This is an optimization exercise on Yosys and OpenROAD, whose aim is small area, not a production implementation. At most, simulation tests tie the RTL to the original design; equivalence was not proved. Function not checked in run 1: the RTL went through the layout flow alone. Power and IR drop assume default switching activity.

File: flow/flow/run.sh
#!/bin/bash
# the standard layout with three changes, all area-only:
#  - port buffers are the smallest buffer (buf_1) instead of the resizer's pick
#  - no dummy loads in the clock tree
#  - after global route, cells off the critical paths are downsized (power recovery)
# the flow's tools write their own logs under orfs/logs; make's output goes to standard.log
export BUFFER_PORTS_ARGS="-buffer_cell sky130_fd_sc_hd__buf_1"
export CTS_ARGS="-sink_clustering_enable -repair_clock_nets -dont_use_dummy_load"
export RECOVER_POWER=100
bash standard.sh > standard.log 2>&1
File: flow/standard.sh
#!/bin/bash
# synth_recipe.tcl (not shown) runs the flow's synth.tcl, then flattens the netlist and writes it again
# the make line also repeats each setting of config.mk as NAME=value (left out here)
make -C /OpenROAD-flow-scripts/flow DESIGN_CONFIG=/design/flow/config.mk WORK_HOME=/design/flow/orfs CLKGATE_MAP_FILE= SYNTH_SCRIPT=/design/flow/synth_recipe.tcl "${@:-finish}"
File: flow/config.mk
export PLATFORM = sky130hd
export DESIGN_NAME = crypt3_sha1
export DESIGN_NICKNAME = crypt3_sha1
export VERILOG_FILES = /design/flow/design.v
export SDC_FILE = /design/flow/constraint.sdc
export NUM_CORES = 4
export LEC_CHECK = 0
export CAP_MARGIN = 20
export CORE_MARGIN = 2
export CORE_UTILIZATION = 40
export GPL_TIMING_DRIVEN = 0
export PLACE_DENSITY = 0.6
export SLEW_MARGIN = 20
File: flow/constraint.sdc
create_clock -name core_clock -period 5.5 [get_ports {ck_gclkcx_crypt}]
set_input_delay 1.1000 -clock core_clock [delete_from_list [all_inputs] [get_ports {ck_gclkcx_crypt}]]
set_output_delay 1.1000 -clock core_clock [all_outputs]
set_load 0.01 [all_outputs]
File: flow/design.v
`default_nettype none
package crypt3_pkg;
  localparam int WORD_W = 32;
  typedef logic [WORD_W-1:0] word_t;
  typedef logic [4*WORD_W-1:0] quad_t;
  typedef enum logic [1:0] {
    op_none     = 2'd0,
    op_choose   = 2'd1,
    op_parity   = 2'd2,
    op_majority = 2'd3
  } sha1_op_e;
endpackage
`default_nettype wire
`timescale 1ns/1ps
`default_nettype none
module crypt3_issue_ctrl (
  input  wire                  ck_gclkcx_crypt,
  input  wire                  cx_reset3,
  input  wire                  ival_e1,
  input  wire                  sha1c_e1,
  input  wire                  sha1p_e1,
  input  wire                  sha1m_e1,
  input  crypt3_pkg::word_t    e_e1,
  input  crypt3_pkg::quad_t    qm_e1,
  input  wire                  ival_e2,
  output crypt3_pkg::sha1_op_e s_op,
  output crypt3_pkg::word_t    s_e,
  output crypt3_pkg::word_t    s_w0,
  output crypt3_pkg::word_t    w1_q,
  output crypt3_pkg::word_t    w2_q,
  output crypt3_pkg::word_t    w3_q
);
  crypt3_pkg::sha1_op_e enc_op;
  crypt3_pkg::sha1_op_e op_q;
  crypt3_pkg::word_t    ew0_in;
  crypt3_pkg::word_t    ew0_q;
  always_comb begin
    if (sha1c_e1)      enc_op = crypt3_pkg::op_choose;
    else if (sha1p_e1) enc_op = crypt3_pkg::op_parity;
    else if (sha1m_e1) enc_op = crypt3_pkg::op_majority;
    else               enc_op = crypt3_pkg::op_none;
  end
  sha1_round_stage u_ew0 (.a(e_e1), .b(qm_e1[31:0]), .s(ew0_in));
  assign s_e   = ival_e1 ? e_e1 : ew0_q;
  assign s_w0  = ival_e1 ? qm_e1[31:0] : '0;
  assign s_op = ival_e1 ? enc_op : op_q;
  always_ff @(posedge ck_gclkcx_crypt or posedge cx_reset3) begin
    if (cx_reset3) begin
      op_q <= crypt3_pkg::op_none;
    end else if (ival_e2) begin
      op_q <= crypt3_pkg::op_none;
    end else begin
      op_q <= s_op;
    end
  end
  always_ff @(posedge ck_gclkcx_crypt) begin
    if (ival_e1) begin
      ew0_q <= ew0_in;
      w1_q <= qm_e1[63:32];
      w2_q <= qm_e1[95:64];
      w3_q <= qm_e1[127:96];
    end
  end
endmodule
`default_nettype wire
`timescale 1ns/1ps
`default_nettype none
module sha1_round (
  input  crypt3_pkg::sha1_op_e op,
  input  crypt3_pkg::word_t    x,
  input  crypt3_pkg::word_t    y,
  input  crypt3_pkg::word_t    z,
  output crypt3_pkg::word_t    f
);
  crypt3_pkg::word_t par, maj, ch;
  logic is_c, is_p, is_m;
  assign is_c = (op == crypt3_pkg::op_choose);
  assign is_p = (op == crypt3_pkg::op_parity);
  assign is_m = (op == crypt3_pkg::op_majority);
  assign par = x ^ y ^ z;
  assign maj = (x & y) | (x & z) | (y & z);
  assign ch  = (x & y) | (~x & z);
  assign f = ({32{is_c}} & ch) | ({32{is_p}} & par) | ({32{is_m}} & maj);
endmodule
`default_nettype wire
`timescale 1ns/1ps
`default_nettype none
module sha1_round_stage (
  input  crypt3_pkg::word_t a,
  input  crypt3_pkg::word_t b,
  output crypt3_pkg::word_t s
);
  crypt3_pkg::word_t p, g, gg, pp;
  assign p = a ^ b;
  assign g = a & b;
  always_comb begin
    gg = g;
    pp = p;
    for (int l = 1; l < 32; l = l * 2) begin
      for (int k = 2 * l - 1; k < 32; k = k + 2 * l) begin
        gg[k] = gg[k] | (pp[k] & gg[k-l]);
        pp[k] = pp[k] & pp[k-l];
      end
    end
    for (int l = 8; l >= 1; l = l / 2) begin
      for (int k = 3 * l - 1; k < 32; k = k + 2 * l) begin
        gg[k] = gg[k] | (pp[k] & gg[k-l]);
        pp[k] = pp[k] & pp[k-l];
      end
    end
  end
  assign s = p ^ {gg[30:0], 1'b0};
endmodule
`default_nettype wire
`default_nettype none
module sha1_csa (
  input  crypt3_pkg::word_t a,
  input  crypt3_pkg::word_t b,
  input  crypt3_pkg::word_t c,
  output crypt3_pkg::word_t s,
  output crypt3_pkg::word_t cy
);
  crypt3_pkg::word_t m;
  assign s  = a ^ b ^ c;
  assign m  = (a & b) | (a & c) | (b & c);
  assign cy = {m[30:0], 1'b0};
endmodule
`default_nettype wire
`timescale 1ns/1ps
`default_nettype none
module crypt3_sha1 (
  input  wire                ck_gclkcx_crypt,
  input  wire                cx_reset3,
  input  wire                ival_e1,
  input  wire                sha1c_e1,
  input  wire                sha1p_e1,
  input  wire                sha1m_e1,
  input  crypt3_pkg::quad_t  qn_e1,
  input  crypt3_pkg::quad_t  qm_e1,
  input  wire                ival_e2,
  input  crypt3_pkg::quad_t  qd_e2,
  output crypt3_pkg::quad_t  crypt3_out_e6,
  output logic               crypt3_active
);
  crypt3_pkg::sha1_op_e op0;
  crypt3_pkg::word_t    e0, w0, w1_q, w2_q, w3_q;
  crypt3_issue_ctrl u_issue (
    .ck_gclkcx_crypt (ck_gclkcx_crypt),
    .cx_reset3       (cx_reset3),
    .ival_e1         (ival_e1),
    .sha1c_e1        (sha1c_e1),
    .sha1p_e1        (sha1p_e1),
    .sha1m_e1        (sha1m_e1),
    .e_e1            (qn_e1[31:0]),
    .qm_e1           (qm_e1),
    .ival_e2         (ival_e2),
    .s_op            (op0),
    .s_e             (e0),
    .s_w0            (w0),
    .w1_q            (w1_q),
    .w2_q            (w2_q),
    .w3_q            (w3_q)
  );
  crypt3_pkg::word_t a, b, c, d;
  assign a = qd_e2[127:96];
  assign b = qd_e2[95:64];
  assign c = qd_e2[63:32];
  assign d = qd_e2[31:0];
  crypt3_pkg::word_t f0, t0_n, t0_s1, t0_c1, t0_s2, t0_c2;
  sha1_round u_f0 (.op(op0), .x(b), .y(c), .z(d), .f(f0));
  sha1_csa u_t0a (.a({a[26:0], a[31:27]}), .b(e0), .c(w0), .s(t0_s1), .cy(t0_c1));
  sha1_csa u_t0b (.a(t0_s1), .b(t0_c1), .c(f0), .s(t0_s2), .cy(t0_c2));
  assign t0_n = t0_s2 + t0_c2;
  logic                 v1;
  crypt3_pkg::sha1_op_e op1;
  crypt3_pkg::word_t    t0_1, a_1, b_1, c_1, d_1;
  always_ff @(posedge ck_gclkcx_crypt or posedge cx_reset3) begin
    if (cx_reset3) v1 <= 1'b0;
    else           v1 <= ival_e2;
  end
  always_ff @(posedge ck_gclkcx_crypt) begin
    op1  <= op0;
    t0_1 <= t0_n;
    a_1  <= a;
    b_1  <= b;
    c_1  <= c;
    d_1  <= d;
  end
  crypt3_pkg::word_t f1, f2, t1_n, y2_n, z3_n, t1_s1, t1_c1, t1_s, t1_c, y2_s, y2_c;
  sha1_round u_f1 (.op(op1), .x(a_1), .y({b_1[1:0], b_1[31:2]}), .z(c_1), .f(f1));
  sha1_round u_f2 (.op(op1), .x(t0_1), .y({a_1[1:0], a_1[31:2]}), .z({b_1[1:0], b_1[31:2]}), .f(f2));
  sha1_csa u_t1a (.a(f1), .b(d_1), .c(w1_q), .s(t1_s1), .cy(t1_c1));
  sha1_csa u_t1b (.a({t0_1[26:0], t0_1[31:27]}), .b(t1_s1), .c(t1_c1), .s(t1_s), .cy(t1_c));
  sha1_round_stage u_t1 (.a(t1_s), .b(t1_c), .s(t1_n));
  sha1_csa u_y2c (.a(f2), .b(c_1), .c(w2_q), .s(y2_s), .cy(y2_c));
  sha1_round_stage u_y2 (.a(y2_s), .b(y2_c), .s(y2_n));
  sha1_round_stage u_z3 (.a({b_1[1:0], b_1[31:2]}), .b(w3_q), .s(z3_n));
  logic                 v2;
  crypt3_pkg::sha1_op_e op2;
  crypt3_pkg::word_t    t0_2, t1_2, y2_2, a_2, z3_2;
  always_ff @(posedge ck_gclkcx_crypt or posedge cx_reset3) begin
    if (cx_reset3) v2 <= 1'b0;
    else           v2 <= v1;
  end
  always_ff @(posedge ck_gclkcx_crypt) begin
    op2  <= op1;
    t0_2 <= t0_1;
    t1_2 <= t1_n;
    y2_2 <= y2_n;
    a_2  <= a_1;
    z3_2 <= z3_n;
  end
  crypt3_pkg::word_t f3, t2_n, y3_n;
  sha1_round u_f3 (.op(op2), .x(t1_2), .y({t0_2[1:0], t0_2[31:2]}), .z({a_2[1:0], a_2[31:2]}), .f(f3));
  sha1_round_stage u_t2 (.a({t1_2[26:0], t1_2[31:27]}), .b(y2_2), .s(t2_n));
  sha1_round_stage u_y3 (.a(f3), .b(z3_2), .s(y3_n));
  logic              v3, empty3;
  crypt3_pkg::word_t t0_3, t1_3, t2_3, y3_3;
  always_ff @(posedge ck_gclkcx_crypt or posedge cx_reset3) begin
    if (cx_reset3) v3 <= 1'b0;
    else           v3 <= v2;
  end
  always_ff @(posedge ck_gclkcx_crypt) begin
    empty3 <= (op2 == crypt3_pkg::op_none);
    t0_3   <= t0_2;
    t1_3   <= t1_2;
    t2_3   <= t2_n;
    y3_3   <= y3_n;
  end
  crypt3_pkg::word_t t3_n;
  sha1_round_stage u_t3 (.a({t2_3[26:0], t2_3[31:27]}), .b(y3_3), .s(t3_n));
  logic              load3, hold3;
  crypt3_pkg::quad_t res3;
  assign load3 = v3 & ~empty3;
  assign hold3 = ~v3;
  assign res3  = {t3_n, t2_3, t1_3[1:0], t1_3[31:2], t0_3[1:0], t0_3[31:2]};
  always_ff @(posedge ck_gclkcx_crypt) begin
    crypt3_out_e6 <= ({128{load3}} & res3) | ({128{hold3}} & crypt3_out_e6);
  end
  assign crypt3_active = ival_e1 | ival_e2 | v1 | v2 | v3;
endmodule
`default_nettype wire
==> impl_summary.log, run 1 <==
[metrics] status: complete, but fails checks
[metrics] Layout Check Fail Reasons: max-capacitance violations, max-slew violations
[metrics] cell types occupying the most area after synthesis: sky130_fd_sc_hd__dfxtp_1 (30%), sky130_fd_sc_hd__fa_1 (20%), sky130_fd_sc_hd__edfxtp_1 (10%), sky130_fd_sc_hd__ha_1 (7.6%), sky130_fd_sc_hd__inv_1 (5.0%)
[metrics] cell at the root of the clock tree: sky130_fd_sc_hd__clkbuf_16
[metrics] final setup TNS: 0 ps
[metrics] data required time at the worst endpoint: between 6000 and 7000 ps
[metrics] Seq/Total Area, Yosys: 40.4%
[metrics] Die Span Y: 315 µm
[metrics] post-synthesis net count: 4568
[metrics] Max VDD drop: 0.247 mV
[metrics] simple-gate share of the synthesized area: under 10%
[metrics] net switching component of the power: 10100 µW
[metrics] number of global-route vias before repair: roughly 28k
[metrics] clock latency at the later pin of the worst-skew pair: 660 ps
[metrics] synthesized-area fraction occupied by xor and xnor cells: ~3.3%
[metrics] power per cell area: 560 nW/µm²
[metrics] area taken by flip-flops and latches: 15600 µm²
[metrics] slew at the pin with the worst max-slew slack: 1960 ps
[metrics] clock slew at the register clock pins of the worst setup and hold paths: 50 ps
[metrics] final weighted congestion of routability-driven global placement: 0.896
[metrics] number of setup violations in the final report: 0
[metrics] iteration-0 DRC count of the detailed router: 1679
[metrics] Starting Density: about two fifths
[metrics] area share of the largest cell type after synthesis: 30.2%
[metrics] proportion of power drawn by combinational gates: between 40% and 50%
[metrics] minimum period implied by the final worst setup slack: approximately 5300 ps
[metrics] Avg Vias per Cell: 5.01
[metrics] Reg with most FFs: crypt3_out_e6
[metrics] Max-slew headroom: -30.4%
[metrics] HPWL after detailed placement: 102000 µm
[metrics] PortBufs: 423
[metrics] NumNets Final: ~5.1k
[metrics] post-DR wirelength/cell: 22.5 µm
[metrics] Max Fanout on Critical Path: 10
[metrics] main combinational cell family by area after synthesis: adder cells
[metrics] DRC: 0
[metrics] Async S/R FF share, synth: 0.700%
[metrics] number of clock buffers inserted by TritonCTS: 81
[metrics] placed cell count: 5242
[metrics] YS warnings: 3
[metrics] total global-route track usage: between 20% and 30%
[metrics] I/O pin cnt: 520
[metrics] Primary FF master, synth: sky130_fd_sc_hd__dfxtp_1
[metrics] Tcrit/Tclk final: 96.8%
[metrics] max FFs per register: 128
[metrics] Die Area: approximately 99000 µm²
[metrics] highest clock frequency the design can meet: 0.188 GHz
[metrics] number of nets with antenna violations after detailed routing: 0
[metrics] gr ovfl total: 0
[metrics] global-route wire length before repair: 176000 µm
[metrics] Placeable Area: approximately 95000 µm²
[metrics] count of distinct cell types in the synthesized netlist: 63
[metrics] H-tree Lvls: 3
[metrics] Critical Setup Path Class: flip-flop to flip-flop
[metrics] number of detailed-routing iterations run before antenna repair: 5
[metrics] top library cells by usage in the layout, fill and taps aside: sky130_fd_sc_hd__dfxtp_1 (574), sky130_fd_sc_hd__inv_1 (513), sky130_fd_sc_hd__fa_1 (391)
[metrics] Fillers: a little over 9k
[metrics] Adder-Cell Fraction of Synth Area: 28.0%
[metrics] signal arrival time at the worst endpoint: 5880 ps
[metrics] number of cell rows: 113
[metrics] pin count of the biggest net entering global routing: 40
[metrics] Switching Share: 41.0%
[metrics] post-synthesis instance total: 3550
[metrics] area overhead of the layout relative to synthesis: 14.2%
[metrics] vias: around 27k
[metrics] area of combinational cells with multiple inputs: 20800 µm²
[metrics] unrepaired setup endpoints after global routing: no
[metrics] fraction of power consumed by sequential logic: 35.8%
[metrics] synthesized cell area: 38600 µm²
[metrics] min-delay worst type: flip-flop to flip-flop
[metrics] horizontal die dimension: 315 µm
[metrics] number of enable-type register cells in the synthesized netlist: 128
[metrics] share of the synthesized area in compound gates (AO/OA/AOI/OAI): approximately an eighth
[metrics] # Max-Cap Violations: 2
[metrics] Internal Pwr Total: approximately 15000 µW
[metrics] dominant cell type by area after synthesis: sky130_fd_sc_hd__dfxtp_1
[metrics] post-synthesis average cell area: 10.9 µm²
[metrics] Worst Setup Start Kind: flip-flop
[metrics] final cell count without fillers: 5338
[metrics] CTS sink cnt: around 710
[metrics] CTS tree: yes
[metrics] initial antenna violation count: 31
[metrics] number of hold-slack violations in the final timing report: 0
[metrics] Worst setup EP type: flip-flop
[metrics] portion of netlist area occupied by mux cells: 4.27%
[metrics] P_leak: between 0.015 and 0.02 µW
[metrics] final max-slew violation count: 63
[metrics] Clock power frac: 18.5%
[metrics] final wirelength: 120000 µm
[metrics] ratio of cells with drive above 1 in the final layout: 4.70%
[metrics] most common cell after layout, fill and taps aside: sky130_fd_sc_hd__dfxtp_1
[metrics] worst clock skew: slightly above 80 ps
[metrics] #FFs+latches synth: a little over 700
[metrics] maximum clock insertion buffer count: 3
worst paths after layout:
| path | to | slack, ps | cells past startpoint | from |
|---|---|---|---|---|
| worst max-delay path | t1_2[31]$_DFF_P_ | 170 | 24 | op1[1]$_DFF_P_ |
| worst min-delay path | op2[0]$_DFF_P_ | 320 | 0 | op1[0]$_DFF_P_ |
| worst max register to register | t1_2[31]$_DFF_P_ | 170 | 24 | op1[1]$_DFF_P_ |
| worst min register to register | op2[0]$_DFF_P_ | 320 | 0 | op1[0]$_DFF_P_ |
| max in group asynchronous | u_issue.op_q[1]$_DFF_PP0_ | 4910 | 2 | cx_reset3 |
| min in group asynchronous | u_issue.op_q[0]$_DFF_PP0_ | 410 | 2 | cx_reset3 |
cells by family after synthesis:
kind of cell,Yosys count
compound gates,720
xor+xnor,147
fa+ha+maj,627
buf+inv,614
flops,714
mux,161
simple gates,567
power by group through the flow:
stage                     combinational (µW)  sequential (µW)  clock, µW
final                                  11300             8840       4560
after CTS                              11200             8850       4650
after global placement                 10800             8940          0
after floorplan                         7640             8290          0
after global routing                   12800             9010       4860
after detailed placement               11100             8960          0
cell usage after synthesis (all sizes together), types with 18 or more instances:
master,instances
clkbuf,86
a21oi,100
xnor2,78
a21o,89
fa,392
nand3,18
o22ai,30
inv,513
dfxtp,581
o21ai,304
nand2,374
xor2,69
ha,235
nor2,60
edfxtp,128
mux2,30
mux2i,131
a22oi,50
and2,30
o21a,23
a22o,32
area by class of cell:
type | instances | share of cell area (%)
well taps | 1265 | 3.59
flip-flops and latches | 714 | 35.4
repair buffers | 432 | 3.77
clock buffers | 81 | 4.60
diodes | 11 | 0.0625
plain buffers | 100 | 1.08
multi-input cells | 2222 | 47.1
inverters | 513 | 4.37
stage by stage:
stage	setup slack, ps	cell area, µm²	power [µW]	hold WS [ps]	util (%)
CTS	17.5	44000	24800	321	46.2
global placement	-7880	41700	19700	357	43.8
floorplan	236	38600	15900	350	-
finish	174	44100	24700	324	46.2
detailed placement	-2010	41800	20000	362	43.9
global route	0.141	44100	26700	329	46.2
metal layers:
layer / vias up / GRT usage, % / part of all wire, %
met5: - / 0 / 0.22
met4: 42 / 9.07 / 3.8
met3: 202 / 4.52 / 6.1
met2: 786 / 39.8 / 46
met1: 13000 / 32.0 / 44
li1: 12700 / - / -
what timing repair did:
item | CTS | global route
setup buffers | 2 | 3
setup endpoints to repair | 57 | 6
gates resized for setup | 61 | 45
hold buffers | 0 | 0
pin swaps | 5 | 13
critical path: stages, from the launching register on:
cell                       delay [ps]
sky130_fd_sc_hd__dfxtp_2          340
sky130_fd_sc_hd__buf_4            160
sky130_fd_sc_hd__nor2b_1          140
sky130_fd_sc_hd__buf_6            150
sky130_fd_sc_hd__buf_8            150
sky130_fd_sc_hd__a22o_1           250
sky130_fd_sc_hd__fa_1             580
sky130_fd_sc_hd__inv_1             60
sky130_fd_sc_hd__fa_1             540
sky130_fd_sc_hd__inv_1             80
sky130_fd_sc_hd__ha_4             280
sky130_fd_sc_hd__a211oi_2          60
sky130_fd_sc_hd__o21a_2           250
sky130_fd_sc_hd__a21oi_4          220
sky130_fd_sc_hd__a311oi_2         120
sky130_fd_sc_hd__buf_4            170
sky130_fd_sc_hd__o21a_4           210
sky130_fd_sc_hd__o21ai_4          210
sky130_fd_sc_hd__nand2_2          100
sky130_fd_sc_hd__a21oi_2          180
sky130_fd_sc_hd__fa_2             220
sky130_fd_sc_hd__xnor2_1          130
sky130_fd_sc_hd__xnor2_1          140
sky130_fd_sc_hd__xnor2_2          300
sky130_fd_sc_hd__xnor2_1          180
==> inputs of run 2 (changes only) <==
--- a/flow/design.v
+++ b/flow/design.v
@@ -166,14 +166,16 @@
   assign b = qd_e2[95:64];
   assign c = qd_e2[63:32];
   assign d = qd_e2[31:0];
-  crypt3_pkg::word_t f0, t0_n, t0_s1, t0_c1, t0_s2, t0_c2;
+  crypt3_pkg::word_t f0, f1, t0_n, v1_n, t0_s1, t0_c1, t0_s2, t0_c2;
   sha1_round u_f0 (.op(op0), .x(b), .y(c), .z(d), .f(f0));
-  sha1_csa u_t0a (.a({a[26:0], a[31:27]}), .b(e0), .c(w0), .s(t0_s1), .cy(t0_c1));
-  sha1_csa u_t0b (.a(t0_s1), .b(t0_c1), .c(f0), .s(t0_s2), .cy(t0_c2));
+  sha1_round u_f1 (.op(op0), .x(a), .y({b[1:0], b[31:2]}), .z(c), .f(f1));
+  sha1_csa u_t0a (.a({a[26:0], a[31:27]}), .b(f0), .c(e0), .s(t0_s1), .cy(t0_c1));
+  sha1_csa u_t0b (.a(t0_s1), .b(t0_c1), .c(w0), .s(t0_s2), .cy(t0_c2));
   assign t0_n = t0_s2 + t0_c2;
+  sha1_round_stage u_v1 (.a(f1), .b(d), .s(v1_n));
   logic                 v1;
   crypt3_pkg::sha1_op_e op1;
-  crypt3_pkg::word_t    t0_1, a_1, b_1, c_1, d_1;
+  crypt3_pkg::word_t    t0_1, v1_1, a_1, b_1, c_1;
   always_ff @(posedge ck_gclkcx_crypt or posedge cx_reset3) begin
     if (cx_reset3) v1 <= 1'b0;
     else           v1 <= ival_e2;
@@ -181,16 +183,14 @@
   always_ff @(posedge ck_gclkcx_crypt) begin
     op1  <= op0;
     t0_1 <= t0_n;
+    v1_1 <= v1_n;
     a_1  <= a;
     b_1  <= b;
     c_1  <= c;
-    d_1  <= d;
-  end
-  crypt3_pkg::word_t f1, f2, t1_n, y2_n, z3_n, t1_s1, t1_c1, t1_s, t1_c, y2_s, y2_c;
-  sha1_round u_f1 (.op(op1), .x(a_1), .y({b_1[1:0], b_1[31:2]}), .z(c_1), .f(f1));
+  end
+  crypt3_pkg::word_t f2, t1_n, y2_n, z3_n, t1_s, t1_c, y2_s, y2_c;
   sha1_round u_f2 (.op(op1), .x(t0_1), .y({a_1[1:0], a_1[31:2]}), .z({b_1[1:0], b_1[31:2]}), .f(f2));
-  sha1_csa u_t1a (.a(f1), .b(d_1), .c(w1_q), .s(t1_s1), .cy(t1_c1));
-  sha1_csa u_t1b (.a({t0_1[26:0], t0_1[31:27]}), .b(t1_s1), .c(t1_c1), .s(t1_s), .cy(t1_c));
+  sha1_csa u_t1c (.a({t0_1[26:0], t0_1[31:27]}), .b(v1_1), .c(w1_q), .s(t1_s), .cy(t1_c));
   sha1_round_stage u_t1 (.a(t1_s), .b(t1_c), .s(t1_n));
   sha1_csa u_y2c (.a(f2), .b(c_1), .c(w2_q), .s(y2_s), .cy(y2_c));
   sha1_round_stage u_y2 (.a(y2_s), .b(y2_c), .s(y2_n));
==> flow/run.sh (new file) <==
#!/bin/bash
# synth_recipe.tcl (not shown) runs the flow's synth.tcl, then flattens the netlist and writes it again
# the make line also repeats each setting of config.mk as NAME=value (left out here)
make -C /OpenROAD-flow-scripts/flow DESIGN_CONFIG=/design/flow/config.mk WORK_HOME=/design/flow/orfs CLKGATE_MAP_FILE= SYNTH_SCRIPT=/design/flow/synth_recipe.tcl finish
removed: flow/flow/run.sh
removed: flow/standard.sh
==> run 2 against run 1 <==
The run now finishes clean. Die area decreased by 0.19%. Maximum frequency decreased by 1.1%. Non-clock buffer count increased by 17. Final cell count increased by 1.4%. Sequential share of layout area decreased by 2.9 points. Clock-buffer cell count increased by 29. Design area increased by 9.0%. Clock power increased by 25%. Critical path type is now primary input to flip-flop. Global-route usage increased by 0.91 points.
==> impl_summary.log, run 2 <==
[metrics] number of setup violations in the final report: 0 (unchanged)
[metrics] most common cell after layout, fill and taps aside: sky130_fd_sc_hd__dfxtp_1
[metrics] total global-route track usage: 25.2% (+0.91 points)
[metrics] horizontal die dimension: 314 µm (about the same)
[metrics] ratio of cells with drive above 1 in the final layout: 7.47% (+2.8 points)
[metrics] Die Area: 98800 µm² (-0.19%)
[metrics] slew at the pin with the worst max-slew slack: 913 ps (-1040 ps)
[metrics] max FFs per register: 128 (unchanged)
[metrics] synthesized-area fraction occupied by xor and xnor cells: 3.66% (+0.32 points)
[metrics] post-synthesis instance total: 3530 (-0.56%)
[metrics] I/O pin cnt: 520 (unchanged)
[metrics] number of global-route vias before repair: 27.6k (-0.15%)
[metrics] unrepaired setup endpoints after global routing: yes
[metrics] Clock power frac: 21.4% (+2.9 points)
[metrics] Max-slew headroom: 39.1% (+70 points)
[metrics] YS warnings: 3 (unchanged)
[metrics] share of the synthesized area in compound gates (AO/OA/AOI/OAI): 11.5% (-0.098 points)
[metrics] data required time at the worst endpoint: 6010 ps (-40 ps)
[metrics] post-route design area: 48000 µm² (+9.0%)
[metrics] dominant cell type by area after synthesis: sky130_fd_sc_hd__dfxtp_1
[metrics] min-delay worst type: flip-flop to flip-flop
[metrics] Avg Vias per Cell: 5.00 (-0.18%)
[metrics] simple-gate share of the synthesized area: 6.49% (+0.14 points)
[metrics] clock slew at the register clock pins of the worst setup and hold paths: 60 ps (about the same)
[metrics] NumNets Final: 5102 (+0.39%)
[metrics] Max Fanout on Critical Path: 10 (unchanged)
[metrics] number of nets with antenna violations after detailed routing: 0 (unchanged)
[metrics] main combinational cell family by area after synthesis: adder cells
[metrics] number of clock buffers inserted by TritonCTS: 80 (-1.2%)
[metrics] list of most frequent post-synthesis cells: sky130_fd_sc_hd__dfxtp_1 (581), sky130_fd_sc_hd__inv_1 (473), sky130_fd_sc_hd__nand2_1 (388)
[metrics] global-route wire length before repair: 181000 µm (+2.9%)
[metrics] Async S/R FF share, synth: 0.700% (unchanged)
[metrics] post-DR wirelength/cell: 22.9 µm (+1.9%)
[metrics] number of detailed-routing iterations run before antenna repair: 5 (unchanged)
[metrics] Worst Setup Start Kind: primary input
[metrics] synthesized cell area: 38500 µm² (-0.19%)
[metrics] clock latency at the later pin of the worst-skew pair: 640 ps (-20 ps)
[metrics] DP Area: 44400 µm² (+6.1%)
[metrics] CTS sink cnt: 714 (unchanged)
[metrics] final core area utilization: 50.5% (+4.2 points)
[metrics] Adder-Cell Fraction of Synth Area: 28.2% (+0.24 points)
[metrics] post-synthesis average cell area: 10.9 µm² (+0.37%)
[metrics] power per cell area: 554 nW/µm² (-1.2%)
[metrics] number of hold-slack violations in the final timing report: 0 (unchanged)
[metrics] post-synthesis net count: 4562 (-0.13%)
[metrics] minimum period implied by the final worst setup slack: 5390 ps (+61.9 ps)
[metrics] initial antenna violation count: 30 (-3.2%)
[metrics] Switching Share: 39.3% (-1.8 points)
[metrics] status: timing/DRC/antenna clean
[metrics] Worst setup EP type: flip-flop
[metrics] final wirelength: 124000 µm (+3.3%)
[metrics] Seq/Total Area, Yosys: 40.5% (+0.079 points)
[metrics] net switching component of the power: 10400 µW (+3.1%)
[metrics] Tcrit/Tclk final: 98.0% (+1.1 points)
[metrics] cell at the root of the clock tree: sky130_fd_sc_hd__clkbuf_16
[metrics] HPWL after detailed placement: 103000 µm (+0.80%)
[metrics] Die Span Y: 314 µm (about the same)
[metrics] count leader, synth: sky130_fd_sc_hd__dfxtp_1
[metrics] H-tree Lvls: 3 (unchanged)
[metrics] Placeable Area: 95200 µm² (-0.15%)
[metrics] Critical Setup Path Class: primary input to flip-flop
[metrics] PortBufs: 423 (unchanged)
[metrics] Internal Pwr Total: 16100 µW (+11%)
[metrics] iteration-0 DRC count of the detailed router: 1800 (+7.2%)
[metrics] number of enable-type register cells in the synthesized netlist: 128 (unchanged)
[metrics] final weighted congestion of routability-driven global placement: 0.925 (+3.3%)
[metrics] number of cell rows: 113 (unchanged)
[metrics] DRC: 0 (unchanged)
[metrics] # Max-Cap Violations: 0 (-2)
[metrics] Starting Density: 40.5% (about the same)
[metrics] highest clock frequency the design can meet: 0.186 GHz (-1.1%)
[metrics] final max-slew violation count: 0 (-100%)
[metrics] proportion of power drawn by combinational gates: 44.9% (-0.8 points)
[metrics] Max VDD drop: 0.264 mV (+6.8%)
[metrics] fraction of power consumed by sequential logic: 33.7% (-2.1 points)
[metrics] #FFs+latches synth: 714 (unchanged)
[metrics] portion of netlist area occupied by mux cells: 4.08% (-0.20 points)
[metrics] top library cells by usage in the layout, fill and taps aside: sky130_fd_sc_hd__dfxtp_1 (576), sky130_fd_sc_hd__inv_1 (471), sky130_fd_sc_hd__clkdlybuf4s50_1 (415)
[metrics] area overhead of the layout relative to synthesis: 24.8%
[metrics] worst clock skew: 22.1 ps (-58.8 ps)
[metrics] vias: 27.1k (+1.2%)
[metrics] gr ovfl total: 0 (unchanged)
[metrics] area share of the largest cell type after synthesis: 30.2% (+0.059 points)
[metrics] CTS tree: yes
[metrics] P_leak: 0.0214 µW (+10%)
[metrics] maximum clock insertion buffer count: 3 (unchanged)
[metrics] Reg with most FFs: crypt3_out_e6
[metrics] signal arrival time at the worst endpoint: 5900 ps (+20 ps)
[metrics] pin count of the biggest net entering global routing: 45 (+13%)
[metrics] count of distinct cell types in the synthesized netlist: 61 (-3.2%)
[metrics] cell types occupying the most area after synthesis: sky130_fd_sc_hd__dfxtp_1 (30%), sky130_fd_sc_hd__fa_1 (20%), sky130_fd_sc_hd__edfxtp_1 (10%), sky130_fd_sc_hd__ha_1 (8.5%), sky130_fd_sc_hd__inv_1 (4.6%)
[metrics] Primary FF master, synth: sky130_fd_sc_hd__dfxtp_1
## run 2: cell types whose count changed in the layout (fill, tap and decap cells not counted), sizes merged, moves of 15 or more
cell / delta
clkinv: +18
a21o: +34
clkdlybuf4s50: +415
a22oi: -15
buf: -365
clkbuf: -16
inv: -34
and2: -18
xor2: +18
ha: +28
o21a: -17
## run 2: power groups by stage
stage / combinational, µW / sequential, µW / clock, µW
floorplan: 7530 / 8400 / 0
global placement: 11400 / 9060 / 0
detailed placement: 11600 / 9080 / 0
CTS: 11900 / 8980 / 5800
global route: 13500 / 9140 / 6000
finish: 11900 / 8960 / 5690
## run 2: critical path: stages
cell and delay, ps:
sky130_fd_sc_hd__dlygate4sd2_1 280, sky130_fd_sc_hd__a21oi_2 180, sky130_fd_sc_hd__a21o_1 190, sky130_fd_sc_hd__inv_2 90, sky130_fd_sc_hd__nor2_4 180, sky130_fd_sc_hd__buf_4 140
sky130_fd_sc_hd__buf_4 100, sky130_fd_sc_hd__clkbuf_8 200, sky130_fd_sc_hd__a21oi_2 100, sky130_fd_sc_hd__fa_2 360, sky130_fd_sc_hd__fa_1 460, sky130_fd_sc_hd__inv_1 70
sky130_fd_sc_hd__ha_2 170, sky130_fd_sc_hd__inv_1 50, sky130_fd_sc_hd__fa_2 340, sky130_fd_sc_hd__nor2b_2 140, sky130_fd_sc_hd__nor3_2 50, sky130_fd_sc_hd__o21bai_1 240
sky130_fd_sc_hd__a21o_1 260, sky130_fd_sc_hd__a311oi_4 140, sky130_fd_sc_hd__o31ai_2 240, sky130_fd_sc_hd__buf_4 170, sky130_fd_sc_hd__a21boi_4 70, sky130_fd_sc_hd__nor4bb_1 140
sky130_fd_sc_hd__or3_4 400
## run 2: what timing repair did
item / in CTS / in global routing
pin swaps: 15 / 22
buffers inserted: 17 / 14
hold buffers: 0 / 0
gates cloned: 6 / 0
setup endpoints to repair: 56 / 10
gates resized for setup: 106 / 51
## run 2: cell type report
cell class	instances	area, µm²
plain buffers	90	520
diodes	12	30.0
repair buffers	459	4650
clock buffers	110	2330
flip-flops and latches	714	15600
clock inverters	38	512
well taps	1265	1580
fillers	8668	47100
inverters	473	1780
multi-input cells	2252	21000
## run 2: worst paths after layout
| check | start | endpoint | slack, ps | cells after the start |
|---|---|---|---|---|
| worst max-delay path | sha1c_e1 | t0_1[29]$_DFF_P_ | 110 | 25 |
| worst min-delay path | v1$_DFF_PP0_ | v2$_DFF_PP0_ | 380 | 0 |
| worst max register to register | t0_1[2]$_DFF_P_ | y2_2[31]$_DFF_P_ | 130 | 20 |
| worst min register to register | v1$_DFF_PP0_ | v2$_DFF_PP0_ | 380 | 0 |
| max in group asynchronous | cx_reset3 | u_issue.op_q[0]$_DFF_PP0_ | 4590 | 2 |
| min in group asynchronous | cx_reset3 | u_issue.op_q[1]$_DFF_PP0_ | 730 | 2 |
## run 2: metal layers
metal	global-route usage (%)	up-vias	share of wire, %
met1	33.6	13200	44
li1	-	12800	-
met4	9.15	30	3.4
met3	3.96	193	5.5
met5	0	-	0.15
met2	41.4	773	47
## run 2: per-stage QoR
stage / setup WS [ps] / hold slack (ps) / cells / TNS, ps / total power, µW
final: 112 / 378 / 5413 / 0 / 26600
after global routing: -74.5 / 390 / 5409 / -107 / 28600
after CTS: 7.91 / 376 / 5388 / 0 / 26700
after detailed placement: -2610 / 364 / 5219 / -81610 / 20700
after global placement: -7780 / 361 / 5218 / -596890 / 20500
after floorplan: 0.485 / 329 / 3530 / 0 / 15900
## run 2: kinds of logic after synthesis
family	Yosys count
AO/OA/AOI/OAI	721
buffers and inverters	565
XOR/XNOR	161
adder cells (fa/ha/maj)	641
flip-flops	714
multiplexers	153
AND/OR/NAND/NOR	575
==> inputs of run 3 (changes only) <==
--- a/flow/design.v
+++ b/flow/design.v
@@ -33,16 +33,18 @@
   crypt3_pkg::sha1_op_e enc_op;
   crypt3_pkg::sha1_op_e op_q;
   crypt3_pkg::word_t    ew0_in;
+  logic [3:0]           ew0_co;
   crypt3_pkg::word_t    ew0_q;
+  logic [2:0]           ew0_cq;
   always_comb begin
     if (sha1c_e1)      enc_op = crypt3_pkg::op_choose;
     else if (sha1p_e1) enc_op = crypt3_pkg::op_parity;
     else if (sha1m_e1) enc_op = crypt3_pkg::op_majority;
     else               enc_op = crypt3_pkg::op_none;
   end
-  sha1_round_stage u_ew0 (.a(e_e1), .b(qm_e1[31:0]), .s(ew0_in));
+  sha1_add_blk u_ew0 (.a(e_e1), .b(qm_e1[31:0]), .ci(4'd0), .s(ew0_in), .co(ew0_co));
   assign s_e   = ival_e1 ? e_e1 : ew0_q;
-  assign s_w0  = ival_e1 ? qm_e1[31:0] : '0;
+  assign s_w0  = ival_e1 ? qm_e1[31:0] : {7'd0, ew0_cq[2], 7'd0, ew0_cq[1], 7'd0, ew0_cq[0], 8'd0};
   assign s_op = ival_e1 ? enc_op : op_q;
   always_ff @(posedge ck_gclkcx_crypt or posedge cx_reset3) begin
     if (cx_reset3) begin
@@ -55,7 +57,8 @@
   end
   always_ff @(posedge ck_gclkcx_crypt) begin
     if (ival_e1) begin
-      ew0_q <= ew0_in;
+      ew0_q  <= ew0_in;
+      ew0_cq <= ew0_co[2:0];
       w1_q <= qm_e1[63:32];
       w2_q <= qm_e1[95:64];
       w3_q <= qm_e1[127:96];
@@ -124,6 +127,28 @@
   assign s  = a ^ b ^ c;
   assign m  = (a & b) | (a & c) | (b & c);
   assign cy = {m[30:0], 1'b0};
+endmodule
+`default_nettype wire
+`default_nettype none
+module sha1_add_blk (
+  input  crypt3_pkg::word_t a,
+  input  crypt3_pkg::word_t b,
+  input  logic [3:0]        ci,
+  output crypt3_pkg::word_t s,
+  output logic [3:0]        co
+);
+  logic [32:0] c;
+  for (genvar i = 0; i < 32; i++) begin : g_bit
+    logic cin;
+    if (i % 8 == 0) begin : g_first
+      assign cin = ci[i/8];
+    end else begin : g_next
+      assign cin = c[i];
+    end
+    assign s[i]   = a[i] ^ b[i] ^ cin;
+    assign c[i+1] = (a[i] & b[i]) | (a[i] & cin) | (b[i] & cin);
+  end
+  assign co = {c[32], c[24], c[16], c[8]};
 endmodule
 `default_nettype wire
 `timescale 1ns/1ps
@@ -166,16 +191,14 @@
   assign b = qd_e2[95:64];
   assign c = qd_e2[63:32];
   assign d = qd_e2[31:0];
-  crypt3_pkg::word_t f0, f1, t0_n, v1_n, t0_s1, t0_c1, t0_s2, t0_c2;
+  crypt3_pkg::word_t f0, t0_n, t0_s1, t0_c1, t0_s2, t0_c2;
   sha1_round u_f0 (.op(op0), .x(b), .y(c), .z(d), .f(f0));
-  sha1_round u_f1 (.op(op0), .x(a), .y({b[1:0], b[31:2]}), .z(c), .f(f1));
-  sha1_csa u_t0a (.a({a[26:0], a[31:27]}), .b(f0), .c(e0), .s(t0_s1), .cy(t0_c1));
-  sha1_csa u_t0b (.a(t0_s1), .b(t0_c1), .c(w0), .s(t0_s2), .cy(t0_c2));
+  sha1_csa u_t0a (.a({a[26:0], a[31:27]}), .b(e0), .c(w0), .s(t0_s1), .cy(t0_c1));
+  sha1_csa u_t0b (.a(t0_s1), .b(t0_c1), .c(f0), .s(t0_s2), .cy(t0_c2));
   assign t0_n = t0_s2 + t0_c2;
-  sha1_round_stage u_v1 (.a(f1), .b(d), .s(v1_n));
   logic                 v1;
   crypt3_pkg::sha1_op_e op1;
-  crypt3_pkg::word_t    t0_1, v1_1, a_1, b_1, c_1;
+  crypt3_pkg::word_t    t0_1, a_1, b_1, c_1, d_1;
   always_ff @(posedge ck_gclkcx_crypt or posedge cx_reset3) begin
     if (cx_reset3) v1 <= 1'b0;
     else           v1 <= ival_e2;
@@ -183,21 +206,25 @@
   always_ff @(posedge ck_gclkcx_crypt) begin
     op1  <= op0;
     t0_1 <= t0_n;
-    v1_1 <= v1_n;
     a_1  <= a;
     b_1  <= b;
     c_1  <= c;
-  end
-  crypt3_pkg::word_t f2, t1_n, y2_n, z3_n, t1_s, t1_c, y2_s, y2_c;
+    d_1  <= d;
+  end
+  crypt3_pkg::word_t f1, f2, t1_n, y2_n, z3_n, t1_s1, t1_c1, t1_s, t1_c, y2_s, y2_c;
+  sha1_round u_f1 (.op(op1), .x(a_1), .y({b_1[1:0], b_1[31:2]}), .z(c_1), .f(f1));
   sha1_round u_f2 (.op(op1), .x(t0_1), .y({a_1[1:0], a_1[31:2]}), .z({b_1[1:0], b_1[31:2]}), .f(f2));
-  sha1_csa u_t1c (.a({t0_1[26:0], t0_1[31:27]}), .b(v1_1), .c(w1_q), .s(t1_s), .cy(t1_c));
+  sha1_csa u_t1a (.a(f1), .b(d_1), .c(w1_q), .s(t1_s1), .cy(t1_c1));
+  sha1_csa u_t1b (.a({t0_1[26:0], t0_1[31:27]}), .b(t1_s1), .c(t1_c1), .s(t1_s), .cy(t1_c));
   sha1_round_stage u_t1 (.a(t1_s), .b(t1_c), .s(t1_n));
   sha1_csa u_y2c (.a(f2), .b(c_1), .c(w2_q), .s(y2_s), .cy(y2_c));
   sha1_round_stage u_y2 (.a(y2_s), .b(y2_c), .s(y2_n));
-  sha1_round_stage u_z3 (.a({b_1[1:0], b_1[31:2]}), .b(w3_q), .s(z3_n));
+  logic [3:0] z3_co;
+  sha1_add_blk u_z3 (.a({b_1[1:0], b_1[31:2]}), .b(w3_q), .ci(4'd0), .s(z3_n), .co(z3_co));
   logic                 v2;
   crypt3_pkg::sha1_op_e op2;
   crypt3_pkg::word_t    t0_2, t1_2, y2_2, a_2, z3_2;
+  logic [2:0]           z3k_2;
   always_ff @(posedge ck_gclkcx_crypt or posedge cx_reset3) begin
     if (cx_reset3) v2 <= 1'b0;
     else           v2 <= v1;
@@ -209,13 +236,16 @@
     y2_2 <= y2_n;
     a_2  <= a_1;
     z3_2 <= z3_n;
+    z3k_2 <= z3_co[2:0];
   end
   crypt3_pkg::word_t f3, t2_n, y3_n;
   sha1_round u_f3 (.op(op2), .x(t1_2), .y({t0_2[1:0], t0_2[31:2]}), .z({a_2[1:0], a_2[31:2]}), .f(f3));
   sha1_round_stage u_t2 (.a({t1_2[26:0], t1_2[31:27]}), .b(y2_2), .s(t2_n));
-  sha1_round_stage u_y3 (.a(f3), .b(z3_2), .s(y3_n));
+  logic [3:0] y3_co;
+  sha1_add_blk u_y3 (.a(f3), .b(z3_2), .ci({z3k_2, 1'b0}), .s(y3_n), .co(y3_co));
   logic              v3, empty3;
   crypt3_pkg::word_t t0_3, t1_3, t2_3, y3_3;
+  logic [2:0]        y3k_3;
   always_ff @(posedge ck_gclkcx_crypt or posedge cx_reset3) begin
     if (cx_reset3) v3 <= 1'b0;
     else           v3 <= v2;
@@ -226,9 +256,11 @@
     t1_3   <= t1_2;
     t2_3   <= t2_n;
     y3_3   <= y3_n;
-  end
-  crypt3_pkg::word_t t3_n;
-  sha1_round_stage u_t3 (.a({t2_3[26:0], t2_3[31:27]}), .b(y3_3), .s(t3_n));
+    y3k_3  <= y3_co[2:0];
+  end
+  crypt3_pkg::word_t t3_n, t3_s, t3_c;
+  sha1_csa u_t3c (.a({t2_3[26:0], t2_3[31:27]}), .b(y3_3), .c({7'd0, y3k_3[2], 7'd0, y3k_3[1], 7'd0, y3k_3[0], 8'd0}), .s(t3_s), .cy(t3_c));
+  sha1_round_stage u_t3 (.a(t3_s), .b(t3_c), .s(t3_n));
   logic              load3, hold3;
   crypt3_pkg::quad_t res3;
   assign load3 = v3 & ~empty3;
==> flow/flow/run.sh (new file) <==
#!/bin/bash
# the standard layout (standard.sh) with two area-only changes:
#  - port buffers are the smallest buffer (buf_1) instead of the resizer's pick
#  - the clock tree has no dummy loads and clusters more sinks per leaf buffer
# the tools write their logs under orfs/logs; make's own output goes to standard.log
export BUFFER_PORTS_ARGS="-buffer_cell sky130_fd_sc_hd__buf_1"
export CTS_ARGS="-sink_clustering_enable -repair_clock_nets -dont_use_dummy_load -sink_clustering_size 20 -sink_clustering_max_diameter 100"
bash standard.sh > standard.log 2>&1
==> flow/standard.sh (new file) <==
#!/bin/bash
# synth_recipe.tcl (not shown) runs the flow's synth.tcl, then flattens the netlist and writes it again
# the make line also repeats each setting of config.mk as NAME=value (left out here)
make -C /OpenROAD-flow-scripts/flow DESIGN_CONFIG=/design/flow/config.mk WORK_HOME=/design/flow/orfs CLKGATE_MAP_FILE= SYNTH_SCRIPT=/design/flow/synth_recipe.tcl "${@:-finish}"
removed: flow/run.sh
==> run 3 against run 2 <==
Clock-buffer cell count shrank 67. Die area shrank 1.9%. Still clean. Final cell count shrank 5.9%. Core utilization shrank 5.2 points. Combinational power is essentially flat. First-iteration DRC count shrank 14%. Clock power shrank 45%. Design area shrank 12%. Hold slack gained 7.8 ps. Maximum frequency grew 0.47%. Critical path depth shrank 3. Synthesized cell count shrank 5.0%.
==> impl_summary.log, run 3 <==
[metrics] post-synthesis average cell area: 11.3 µm² (+3.3%)
[metrics] Die Span Y: 311 µm (-0.93%)
[metrics] initial antenna violation count: 33 (+10%)
[metrics] Max-slew headroom: 40.9% (+1.8 points)
[metrics] number of detailed-routing iterations run before antenna repair: 8 (+3)
[metrics] Tcrit/Tclk final: 97.5% (-0.46 points)
[metrics] number of clock buffers inserted by TritonCTS: 43 (-46%)
[metrics] # Max-Cap Violations: 0 (unchanged)
[metrics] count of distinct cell types in the synthesized netlist: 61 (unchanged)
[metrics] DRC: 0 (unchanged)
[metrics] Seq/Total Area, Yosys: 41.8% (+1.3 points)
[metrics] maximum clock insertion buffer count: 3 (unchanged)
[metrics] clock slew at the register clock pins of the worst setup and hold paths: 90 ps (+30 ps)
[metrics] signal arrival time at the worst endpoint: 5840 ps (-60 ps)
[metrics] Critical Setup Path Class: flip-flop to flip-flop
[metrics] CTS tree: yes
[metrics] iteration-0 DRC count of the detailed router: 1551 (-14%)
[metrics] list of most frequent post-synthesis cells: sky130_fd_sc_hd__dfxtp_1 (587), sky130_fd_sc_hd__inv_1 (542), sky130_fd_sc_hd__fa_1 (430)
[metrics] I/O pin cnt: 520 (unchanged)
[metrics] number of nets with antenna violations after detailed routing: 0 (unchanged)
[metrics] clock latency at the later pin of the worst-skew pair: 630 ps (about the same)
[metrics] slew at the pin with the worst max-slew slack: 864 ps (-49.5 ps)
[metrics] CTS sink cnt: 723 (+1.3%)
[metrics] NumNets Final: 4837 (-5.2%)
[metrics] global-route wire length before repair: 170000 µm (-6.2%)
[metrics] cell at the root of the clock tree: sky130_fd_sc_hd__clkbuf_16
[metrics] number of setup violations in the final report: 0 (unchanged)
[metrics] Placeable Area: 93500 µm² (-1.8%)
[metrics] status: timing/DRC/antenna clean
[metrics] data required time at the worst endpoint: 5980 ps (-30 ps)
[metrics] vias: 25.0k (-7.5%)
[metrics] Max VDD drop: 0.240 mV (-8.9%)
[metrics] hold slack: 385 ps (+7.79 ps)
[metrics] post-synthesis instance total: 3354 (-5.0%)
[metrics] final setup TNS: 0 ps (unchanged)
[metrics] number of enable-type register cells in the synthesized netlist: 131 (+2.3%)
[metrics] Primary FF master, synth: sky130_fd_sc_hd__dfxtp_1
[metrics] final max-slew violation count: 0 (unchanged)
[metrics] Starting Density: 40.4% (-0.045 points)
[metrics] number of hold-slack violations in the final timing report: 0 (unchanged)
[metrics] post-synthesis net count: 4360 (-4.4%)
[metrics] max FFs per register: 128 (unchanged)
[metrics] unrepaired setup endpoints after global routing: no
[metrics] minimum period implied by the final worst setup slack: 5360 ps (-25.1 ps)
[metrics] power per cell area: 559 nW/µm² (+0.99%)
[metrics] number of cell rows: 112 (-0.88%)
[metrics] pin count of the biggest net entering global routing: 37 (-18%)
[metrics] #FFs+latches synth: 723 (+1.3%)
[metrics] synthesized cell area: 37800 µm² (-1.9%)
[metrics] min-delay worst type: primary input to async pin
[metrics] highest clock frequency the design can meet: 0.186 GHz (+0.47%)
[metrics] Async S/R FF share, synth: 0.692% (-0.0087 points)
[metrics] area overhead of the layout relative to synthesis: 12.1%
[metrics] Die Area: 96900 µm² (-1.9%)
[metrics] HPWL after detailed placement: 99800 µm (-3.3%)
[metrics] P_leak: 0.0185 µW (-14%)
[metrics] Avg Vias per Cell: 4.92 (-1.6%)
[metrics] count leader, synth: sky130_fd_sc_hd__dfxtp_1
[metrics] Top Layer Used: met5
[metrics] YS warnings: 3 (unchanged)
[metrics] DP Area: 41000 µm² (-7.5%)
[metrics] H-tree Lvls: 2 (-1)
[metrics] worst clock skew: 82.1 ps (+60.0 ps)
[metrics] top library cells by usage in the layout, fill and taps aside: sky130_fd_sc_hd__dfxtp_1 (586), sky130_fd_sc_hd__inv_1 (541), sky130_fd_sc_hd__buf_1 (431)
[metrics] ratio of cells with drive above 1 in the final layout: 3.94% (-3.5 points)
[metrics] Worst setup EP type: flip-flop
[metrics] cell types occupying the most area after synthesis: sky130_fd_sc_hd__dfxtp_1 (31%), sky130_fd_sc_hd__fa_1 (23%), sky130_fd_sc_hd__edfxtp_1 (10%), sky130_fd_sc_hd__ha_1 (6.1%), sky130_fd_sc_hd__inv_1 (5.4%)
[metrics] PortBufs: 423 (unchanged)
[metrics] Worst Setup Start Kind: flip-flop
[metrics] final wirelength: 117000 µm (-5.6%)
[metrics] horizontal die dimension: 311 µm (-0.93%)
[metrics] Max Fanout on Critical Path: 10 (unchanged)
[metrics] dominant cell type by area after synthesis: sky130_fd_sc_hd__dfxtp_1
[metrics] final core area utilization: 45.3% (-5.2 points)
[metrics] most common cell after layout, fill and taps aside: sky130_fd_sc_hd__dfxtp_1
[metrics] M1 WL: 51800 µm (-4.7%)
[metrics] number of global-route vias before repair: 25.4k (-7.9%)
[metrics] total global-route track usage: 23.9% (-1.2 points)
[metrics] met2 layer wire length in the routed design: 55400 µm (-4.9%)
[metrics] area share of the largest cell type after synthesis: 31.1% (+0.90 points)
[metrics] post-DR wirelength/cell: 23.0 µm (+0.34%)
[metrics] final weighted congestion of routability-driven global placement: 0.916 (-0.97%)
[metrics] Reg with most FFs: crypt3_out_e6
[metrics] post-route design area: 42400 µm² (-12%)
[metrics] WL met3: 6390 µm (-6.6%)
[metrics] gr ovfl total: 0 (unchanged)
run 3: worst paths after layout:
path	cells past startpoint	slack (ps)	start	end
max	22	140	op1[1]$_DFF_P_	t1_2[31]$_DFF_P_
min	2	390	cx_reset3	v1$_DFF_PP0_
max reg2reg	22	140	op1[1]$_DFF_P_	t1_2[31]$_DFF_P_
min reg2reg	0	390	t0_2[11]$_DFF_P_	t0_3[11]$_DFF_P_
max in group asynchronous	2	4930	cx_reset3	u_issue.op_q[1]$_DFF_PP0_
min in group core_clock	0	390	t0_2[11]$_DFF_P_	t0_3[11]$_DFF_P_
run 3: cell families after synthesis:
kind of cell | after synthesis | synth area share [%]
AOI/OAI and AO/OA | 612 | 10.2
muxes | 171 | 4.65
DFF | 723 | 41.8
buffers and inverters | 652 | 6.48
xor gates and xnor gates | 109 | 2.53
and+or+nand+nor | 472 | 5.36
adders and majority gates | 615 | 28.9
run 3: metrics by stage:
step                power, µW  instances  setup slack [ps]
finish                  23700       5091               137
floorplan               16200       3354               245
global route            25600       5090              6.40
global placement        20200       5031             -7200
CTS                     23700       5080             -31.5
detailed placement      20500       5035             -2260
run 3: final cells by class:
class	count	area [µm²]
multi-input combinational	1979	19600
inverter	542	2040
antenna	8	20.0
sequential	723	15800
fill	9049	51100
clock buffer	43	1080
buffer	109	480
tap	1254	1570
timing repair buffer	433	1750
run 3: power by group:
part / switching (µW) / leakage [µW] / internal [µW]
Sequential: 1660 / 0.00629 / 7150
Clock: 1760 / 0.000530 / 1390
Combinational: 6690 / 0.0117 / 5030
run 3: worst max-delay path: stages (launching register included):
cell and delay, ps:
sky130_fd_sc_hd__dfxtp_1 360, sky130_fd_sc_hd__buf_4 180, sky130_fd_sc_hd__nor2b_1 130, sky130_fd_sc_hd__buf_4 190, sky130_fd_sc_hd__buf_4 190, sky130_fd_sc_hd__a22o_1 260
sky130_fd_sc_hd__fa_1 480, sky130_fd_sc_hd__inv_1 50, sky130_fd_sc_hd__fa_1 470, sky130_fd_sc_hd__inv_1 50, sky130_fd_sc_hd__ha_1 330, sky130_fd_sc_hd__a21oi_2 240
sky130_fd_sc_hd__o21ai_1 120, sky130_fd_sc_hd__a221o_1 380, sky130_fd_sc_hd__a21oi_4 190, sky130_fd_sc_hd__o22ai_2 140, sky130_fd_sc_hd__nand4_1 130, sky130_fd_sc_hd__a21oi_1 110
sky130_fd_sc_hd__fa_1 440, sky130_fd_sc_hd__xnor2_1 200, sky130_fd_sc_hd__xnor2_1 120, sky130_fd_sc_hd__xnor2_2 340, sky130_fd_sc_hd__xnor2_1 130
run 3: repair_timing:
| item | in CTS | in global routing |
|---|---|---|
| hold buffers | 0 | 0 |
| gates cloned | 0 | 1 |
| buffers inserted | 3 | 2 |
| pin swaps | 4 | 6 |
| setup endpoints to repair | 60 | 18 |
| gates resized for setup | 51 | 45 |
run 3: layer usage:
metal | track usage (%) | vias up
li1 | - | 11900
met1 | 32.4 | 12300
met2 | 39.7 | 669
met3 | 4.07 | 162
met4 | 6.46 | 42
met5 | 0 | -
==> inputs of run 4 (changes only) <==
==> flow/flow/run.sh (replaced) <==
#!/bin/bash
# the standard layout (standard.sh) with two area-only changes:
#  - port buffers are the smallest buffer (buf_1) instead of the resizer's pick
#  - the clock tree has no dummy loads and clusters more sinks per leaf buffer
# the tools write their logs under orfs/logs; make's own output goes to standard.log
export BUFFER_PORTS_ARGS="-buffer_cell sky130_fd_sc_hd__buf_1"
export CTS_ARGS="-sink_clustering_enable -repair_clock_nets -dont_use_dummy_load -sink_clustering_size 25 -sink_clustering_max_diameter 150"
bash standard.sh > standard.log 2>&1
==> run 4 against run 3 <==
Critical endpoint unchanged. Total power down 1.4%. Synthesized cell count unchanged. Maximum frequency up 0.44%. Die area unchanged. Largest power group unchanged. Critical path type unchanged. Design area down 0.54%. Register-to-register slack better by 20 ps. Hold slack worse by 5.7 ps. Sequential share of layout area up 0.21 points. Still clean on timing, DRC and antenna.
==> impl_summary.log, run 4 <==
[metrics] status: timing/DRC/antenna clean
[metrics] worst-case setup slack after placement: -2260 ps (unchanged)
[metrics] initial antenna violation count: 37 (+12%)
[metrics] Max-slew headroom: 41.1% (+0.13 points)
[metrics] total global-route track usage: 23.9% (-0.080 points)
[metrics] Critical Setup Path Class: flip-flop to flip-flop
[metrics] slew at the pin with the worst max-slew slack: 862 ps (-1.89 ps)
[metrics] Seq/Total Area, Yosys: 41.8% (unchanged)
[metrics] maximum clock insertion buffer count: 3 (unchanged)
[metrics] Async S/R FF share, synth: 0.692% (unchanged)
[metrics] global-route wire length before repair: 169000 µm (-0.50%)
[metrics] Max VDD drop: 0.287 mV (+20%)
[metrics] area overhead of the layout relative to synthesis: 11.5%
[metrics] pin count of the biggest net entering global routing: 37 (unchanged)
[metrics] Reg with most FFs: crypt3_out_e6
[metrics] number of clock buffers inserted by TritonCTS: 34 (-21%)
[metrics] final max-slew violation count: 0 (unchanged)
[metrics] post-synthesis instance total: 3354 (unchanged)
[metrics] number of detailed-routing iterations run before antenna repair: 5 (-3)
[metrics] clock latency at the later pin of the worst-skew pair: 590 ps (-40 ps)
[metrics] number of cell rows: 112 (unchanged)
[metrics] final wirelength: 117000 µm (-0.23%)
[metrics] most common cell after layout, fill and taps aside: sky130_fd_sc_hd__dfxtp_1
[metrics] Placeable Area: 93500 µm² (unchanged)
[metrics] YS warnings: 3 (unchanged)
[metrics] count of distinct cell types in the synthesized netlist: 61 (unchanged)
[metrics] cell at the root of the clock tree: sky130_fd_sc_hd__clkbuf_16
[metrics] Final Power: 23300 µW (-1.4%)
[metrics] max FFs per register: 128 (unchanged)
[metrics] Primary FF master, synth: sky130_fd_sc_hd__dfxtp_1
[metrics] DRC: 0 (unchanged)
[metrics] gr ovfl total: 0 (unchanged)
[metrics] Die Area: 96900 µm² (unchanged)
[metrics] DP Area: 41000 µm² (unchanged)
[metrics] #FFs+latches synth: 723 (unchanged)
[metrics] count leader, synth: sky130_fd_sc_hd__dfxtp_1
[metrics] horizontal die dimension: 311 µm (unchanged)
[metrics] area share of the largest cell type after synthesis: 31.1% (unchanged)
[metrics] vias: 25.1k (+0.23%)
[metrics] Avg Vias per Cell: 4.94 (+0.41%)
[metrics] final cell count without fillers: 5082 (-0.18%)
[metrics] cell types occupying the most area after synthesis: sky130_fd_sc_hd__dfxtp_1 (31%), sky130_fd_sc_hd__fa_1 (23%), sky130_fd_sc_hd__edfxtp_1 (10%), sky130_fd_sc_hd__ha_1 (6.1%), sky130_fd_sc_hd__inv_1 (5.4%)
[metrics] number of nets with antenna violations after detailed routing: 0 (unchanged)
[metrics] worst clock skew: 38.9 ps (-43.2 ps)
[metrics] post-synthesis average cell area: 11.3 µm² (unchanged)
[metrics] # Max-Cap Violations: 0 (unchanged)
[metrics] unrepaired setup endpoints after global routing: no
[metrics] Max Fanout on Critical Path: 10 (unchanged)
[metrics] clock slew at the register clock pins of the worst setup and hold paths: 110 ps (+20 ps)
[metrics] CTS tree: yes
[metrics] top library cells by usage in the layout, fill and taps aside: sky130_fd_sc_hd__dfxtp_1 (585), sky130_fd_sc_hd__inv_1 (541), sky130_fd_sc_hd__buf_1 (431)
[metrics] post-synthesis net count: 4360 (unchanged)
[metrics] iteration-0 DRC count of the detailed router: 1703 (+9.8%)
[metrics] synthesized cell area: 37800 µm² (unchanged)
[metrics] PnR worst setup slack: 161 ps (+23.3 ps)
[metrics] Tcrit/Tclk final: 97.1% (-0.42 points)
[metrics] min-delay worst type: flip-flop to flip-flop
[metrics] H-tree Lvls: 2 (unchanged)
[metrics] I/O pin cnt: 520 (unchanged)
[metrics] ratio of cells with drive above 1 in the final layout: 3.74% (-0.20 points)
[metrics] post-route design area: 42100 µm² (-0.54%)
[metrics] P_leak: 0.0184 µW (-0.60%)
[metrics] number of setup violations in the final report: 0 (unchanged)
[metrics] list of most frequent post-synthesis cells: sky130_fd_sc_hd__dfxtp_1 (587), sky130_fd_sc_hd__inv_1 (542), sky130_fd_sc_hd__fa_1 (430)
[metrics] HPWL after detailed placement: 99800 µm (unchanged)
[metrics] number of enable-type register cells in the synthesized netlist: 131 (unchanged)
[metrics] data required time at the worst endpoint: 5960 ps (-20 ps)
[metrics] highest clock frequency the design can meet: 0.187 GHz (+0.44%)
[metrics] CTS sink cnt: 723 (unchanged)
[metrics] signal arrival time at the worst endpoint: 5800 ps (-40 ps)
[metrics] NumNets Final: 4828 (-0.19%)
[metrics] final weighted congestion of routability-driven global placement: 0.916 (unchanged)
[metrics] power per cell area: 554 nW/µm² (-0.88%)
[metrics] minimum period implied by the final worst setup slack: 5340 ps (-23.3 ps)
[metrics] number of global-route vias before repair: 25.5k (+0.024%)
[metrics] Worst Setup Start Kind: flip-flop
[metrics] post-DR wirelength/cell: 22.9 µm (about the same)
[metrics] number of hold-slack violations in the final timing report: 0 (unchanged)
[metrics] Die Span Y: 311 µm (unchanged)
[metrics] PortBufs: 423 (unchanged)
[metrics] dominant cell type by area after synthesis: sky130_fd_sc_hd__dfxtp_1
[metrics] Worst setup EP type: flip-flop
[metrics] final setup TNS: 0 ps (unchanged)
[metrics] placed cell count: 5035 (unchanged)
[metrics] Starting Density: 40.4% (unchanged)
run 4: cell counts after synthesis:
Identical to the previous run, type by type.
run 4: metal layers:
layer | GRT usage [%] | up-vias | share of wire [%]
met4 | 6.99 | 46 | 3.1
met2 | 39.3 | 736 | 47
met1 | 32.2 | 12300 | 44
met5 | 0 | - | 0.26
met3 | 4.19 | 168 | 5.9
li1 | - | 11900 | -
run 4: critical path, stage by stage (launching register included):
cell	delay [ps]
sky130_fd_sc_hd__dfxtp_2	360
sky130_fd_sc_hd__clkbuf_4	180
sky130_fd_sc_hd__nor2b_1	140
sky130_fd_sc_hd__buf_4	190
sky130_fd_sc_hd__buf_4	190
sky130_fd_sc_hd__a22o_1	260
sky130_fd_sc_hd__fa_1	480
sky130_fd_sc_hd__inv_1	50
sky130_fd_sc_hd__fa_1	470
sky130_fd_sc_hd__inv_1	50
sky130_fd_sc_hd__ha_1	330
sky130_fd_sc_hd__a21oi_2	230
sky130_fd_sc_hd__o21ai_1	110
sky130_fd_sc_hd__a221o_1	370
sky130_fd_sc_hd__a21oi_4	190
sky130_fd_sc_hd__o22ai_2	140
sky130_fd_sc_hd__nand4_1	130
sky130_fd_sc_hd__a21oi_1	110
sky130_fd_sc_hd__fa_1	440
sky130_fd_sc_hd__xnor2_1	200
sky130_fd_sc_hd__xnor2_1	120
sky130_fd_sc_hd__xnor2_2	330
sky130_fd_sc_hd__xnor2_1	130
run 4: path summary, 6_finish.rpt:
path / end / depth (start not counted) / startpoint / slack (ps)
worst max-delay path: t1_2[31]$_DFF_P_ / 22 / op1[1]$_DFF_P_ / 160
worst min-delay path: t0_3[18]$_DFF_P_ / 0 / t0_2[18]$_DFF_P_ / 380
worst max register to register: t1_2[31]$_DFF_P_ / 22 / op1[1]$_DFF_P_ / 160
worst min register to register: t0_3[18]$_DFF_P_ / 0 / t0_2[18]$_DFF_P_ / 380
max in group asynchronous: v1$_DFF_PP0_ / 2 / cx_reset3 / 4910
min in group asynchronous: u_issue.op_q[1]$_DFF_PP0_ / 2 / cx_reset3 / 400
run 4: what timing repair did:
item,in CTS,in global routing
pin swaps,4,6
endpoints found under the setup margin,60,16
gates cloned,0,1
setup buffers,3,2
resized for setup,51,50
hold buffers,0,0
run 4: final cells by class:
| type | instances | area, µm² |
|---|---|---|
| Sequential cell | 723 | 15800 |
| Antenna cell | 8 | 20.0 |
| Clock buffer | 34 | 851 |
| Inverter | 542 | 2040 |
| Timing Repair Buffer | 433 | 1750 |
| Tap cell | 1254 | 1570 |
| Buffer | 109 | 483 |
| Fill cell | 9054 | 51300 |
| Multi-Input combinational cell | 1979 | 19600 |
run 4: per-stage QoR:
step,util (%),hold slack [ps]
after floorplan,-,350
after global placement,43.8,362
after detailed placement,43.9,365
after CTS,44.9,366
after global routing,45.1,390
final,45.1,380
run 4: power by group:
group | internal (µW) | total [µW] | switching (µW)
Combinational | 5020 | 11700 | 6690
Clock | 1120 | 2820 | 1700
Sequential | 7150 | 8820 | 1670
run 4: kinds of logic (layout without fill, tap and decap cells):
logic type / Yosys count / count (layout) / synth area share [%]
compound gates: 612 / 612 / 10.2
simple gates: 472 / 472 / 5.36
buf+inv: 652 / 1118 / 6.48
other cells: 0 / 8 / 0
mux: 171 / 171 / 4.65
xor+xnor: 109 / 109 / 2.53
fa+ha+maj: 615 / 615 / 28.9
flops: 723 / 723 / 41.8

==> afterwards: timing with drivers on the ports <==
In the flow no input, the clock included, has a driving cell. The finished layouts below were timed again as built, in two steps.
Step 1 (the two cells are an assumption about what drives the block):
set clk [get_ports {ck_gclkcx_crypt}]
set_driving_cell -lib_cell sky130_fd_sc_hd__clkbuf_16 $clk
set_driving_cell -lib_cell sky130_fd_sc_hd__buf_2 [delete_from_list [all_inputs] $clk]
Step 2 moves the port delays by t, midway between the first and last clock arrival at a register: inputs arrive t later, outputs are due t later. That takes back most of the time a late clock gives input paths.
Slacks: ideal / step 1 / step 2; pairs: ideal / step 1.
| run | shift t [ns] | setup WS [ns] | worst hold slack (ns) | clock arrival spread, ns | pins driven straight from the clock port |
|---|---|---|---|---|---|
| run 1 | 0.686 | 0.174 / 0.174 / -0.484 | 0.324 / 0.324 / 0.324 | 0.085 / 0.085 | 1 |
| run 2 | 0.698 | 0.112 / -0.002 / -0.700 | 0.378 / 0.378 / 0.378 | 0.023 / 0.022 | 1 |
| run 3 | 0.656 | 0.137 / 0.137 / -0.433 | 0.385 / 0.340 / 0.385 | 0.083 / 0.082 | 1 |
| run 4 | 0.647 | 0.161 / 0.161 / -0.395 | 0.380 / 0.348 / 0.380 | 0.042 / 0.043 | 1 |
For run 2, which loses most, drivers alone change the setup slack by -0.114 ns; drivers and shift together by -0.812 ns.
